This is an optimization exercise on Yosys and OpenROAD, whose aim is small area and a short achievable clock period, not a production implementation.
In this exercise RTL edits were held to simulation tests only and were not proved equivalent to the original.
Power is estimated from default activity; no workload was simulated.

// gmii_rx_top
module gmii_rx_top
(
        input  wire logic       i_clk,
        input  wire logic       i_rst_n,
        input  wire logic [7:0] i_rxd0,
        input  wire logic       i_rx_dv0,
        input  wire logic [7:0] i_rxd1,
        input  wire logic       i_rx_dv1,
        input  wire logic [18:0] i_timer,
        output logic            o_port,
        output logic            o_wr,
        output logic [8:0]      o_word,
        output logic [18:0]     o_ts,
        output logic            o_tail,
        output logic            o_underflow
);
        logic [1:0] dv;
        logic [7:0] rxd [2];
        assign dv     = {i_rx_dv1, i_rx_dv0};
        assign rxd[0] = i_rxd0;
        assign rxd[1] = i_rxd1;
        logic [1:0] bcnt [2];
        logic [7:0] hold [2];
        logic [1:0] wr;
        logic [1:0] wmark;
        logic [8:0] mem0 [64];
        logic [8:0] mem1 [64];
        logic [6:0] wptr [2];
        logic [6:0] rptr [2];
        logic [1:0] empty;
        logic [7:0] rlo [2];
        logic [7:0] rhi [2];
        logic [1:0] rd;
        logic [1:0] st_idle, st_head, st_tran, st_disc;
        logic [1:0] dly [2];
        logic [1:0] vld;
        logic [1:0] rmark;
        logic [7:0] rdata;
        logic [1:0] req, grant;
        logic       mg_hold, cur, prio;
        logic       b_wr, b_head, b_tail, b_uflow;
        logic [7:0] b_data;
        logic [18:0] timer_d;
        genvar p;
        generate
                for (p = 0; p < 2; p++) begin : g_port
                        always_ff @(posedge i_clk or negedge i_rst_n) begin
                                if (!i_rst_n) begin
                                        bcnt[p] <= 2'd0;
                                end else if (!dv[p]) begin
                                        bcnt[p] <= 2'd0;
                                end else if (!bcnt[p][1]) begin
                                        bcnt[p] <= bcnt[p] + 2'd1;
                                end
                        end
                        always_ff @(posedge i_clk) begin
                                hold[p] <= rxd[p];
                        end
                        assign wr[p]    = bcnt[p][1] | (bcnt[p][0] & dv[p]);
                        assign wmark[p] = bcnt[p][0] | !dv[p];
                        logic eq_w, eq_r;
  ...
Size: about 2700 cells after synthesis, roughly 71 I/O pins.
clock: 4.0 ns
lec_check: 0
cap_margin: 20
core_margin: 2
core_utilization: 50
cts_cluster_diameter: 100
cts_cluster_size: 24
setup_slack_margin: 2.0
slew_margin: 20
run.sh (not shown) runs the stock make flow with config.mk's settings and CLKGATE_MAP_FILE= SYNTH_SCRIPT=/design/flow/synth_recipe.tcl, a recipe that flattens the netlist after the stock synthesis.
Next try:
CORE_UTILIZATION = 45   (was 50)
Setup slack improved by 0.043 ns.
Total power shrinks by 1.5%.
Non-clock buffer count fell by 4.
Synthesized area stays the same.
Final area went down by 1.1%.
First-iteration DRC count fell by 4.4%.
Clock power falls by about 0.6%.
Sequential power is about the same.
Next try:
CORE_UTILIZATION = 55   (was 45)
After rerunning: Setup slack degrades by 0.12 ns. Via count fell slightly. Wire length rose slightly. Synthesized area stays the same. Combinational power barely changes. Cell count fell by a few percent. Global-route usage rose by 6.3 points.
Next try:
CORE_UTILIZATION = 45   (was 55)
SETUP_SLACK_MARGIN = 1.5   (was 2.0)
=>
- final area fell by a few percent
- worst setup slack degrades by 0.32 ns
- hold slack improves by 0.064 ns

Setup of the baseline:
gmii_rx_top again, from the RTL that the note above started with.
==> flow/design.v (excerpt) <==
module gmii_rx_top
(
        input  wire logic       i_clk,
        input  wire logic       i_rst_n,
        input  wire logic [7:0] i_rxd0,
        input  wire logic       i_rx_dv0,
        input  wire logic [7:0] i_rxd1,
        input  wire logic       i_rx_dv1,
        input  wire logic [18:0] i_timer,
        output logic            o_port,
        output logic            o_wr,
        output logic [8:0]      o_word,
        output logic [18:0]     o_ts,
        output logic            o_tail,
        output logic            o_underflow
);
Settings: LEC_CHECK=0, CAP_MARGIN=20, CORE_MARGIN=2, CORE_UTILIZATION=45, CTS_CLUSTER_DIAMETER=100, CTS_CLUSTER_SIZE=24, SETUP_SLACK_MARGIN=1.8, SLEW_MARGIN=20; clock period 4.0 ns.
The baseline: flow completed, timing, DRC and antenna clean
Changes in the candidate relative to the baseline:
Settings: SETUP_SLACK_MARGIN changed from 1.8 to 2.4.
Results
The candidate has completed all stages; timing, DRC and antenna checks passed.
The baseline: full flow OK, the timing, DRC and antenna checks passed
Measured against the candidate, the wire length on met3 of the baseline comes out at 0.64 times the reference value.
The baseline leaves less setup margin than the candidate.
From the baseline to the candidate, compound-gate portion of the synthesized area did not move at all.
The final non-filler cell area reported for the candidate is greater than that of the baseline by about 12%.

==> static timing again, ports no longer ideal <==
No port has a modelled driver above. Below, the same layouts with a new extraction and two added sets of constraints. Step 1 (the two cells are an assumption about what drives the block):
set clk [get_ports {i_clk}]
set_driving_cell -lib_cell sky130_fd_sc_hd__clkbuf_16 $clk
set_driving_cell -lib_cell sky130_fd_sc_hd__buf_2 [delete_from_list [all_inputs] $clk]
Step 2, shift: input delay + t, output delay - t, t = (earliest + latest rising clock arrival at the registers) / 2. This alone moves slack from input paths to output paths. Slacks: ideal / step 1 / step 2; pairs: ideal / step 1.
run	shift t [ns]	setup WS [ns]	worst setup path at the end	latest minus earliest clock arrival (ns)	slew at the worst register clock pin (ns)
the first run of note 1	0.757	1.814 / 1.804 / 1.349	input to register	0.025 / 0.026	0.10 / 0.10
the second run of note 1	0.786	1.857 / 1.857 / 1.274	input to register	0.033 / 0.034	0.10 / 0.10
the third run of note 1	0.737	1.737 / 1.737 / 1.378	input to register	0.034 / 0.034	0.10 / 0.10
the fourth run of note 1	0.715	1.417 / 1.457 / 0.742	input to register	0.031 / 0.032	0.10 / 0.10
the baseline	0.767	1.728 / 1.728 / 1.133	input to register	0.043 / 0.042	0.10 / 0.10
the candidate	0.768	1.786 / 1.786 / 1.446	input to register	0.032 / 0.031	0.10 / 0.10
After both steps setup and hold are still met in every run listed. The setup slack of the fourth run of note 1, which loses most, moves by +0.040 ns with the drivers and by -0.675 ns with both steps.
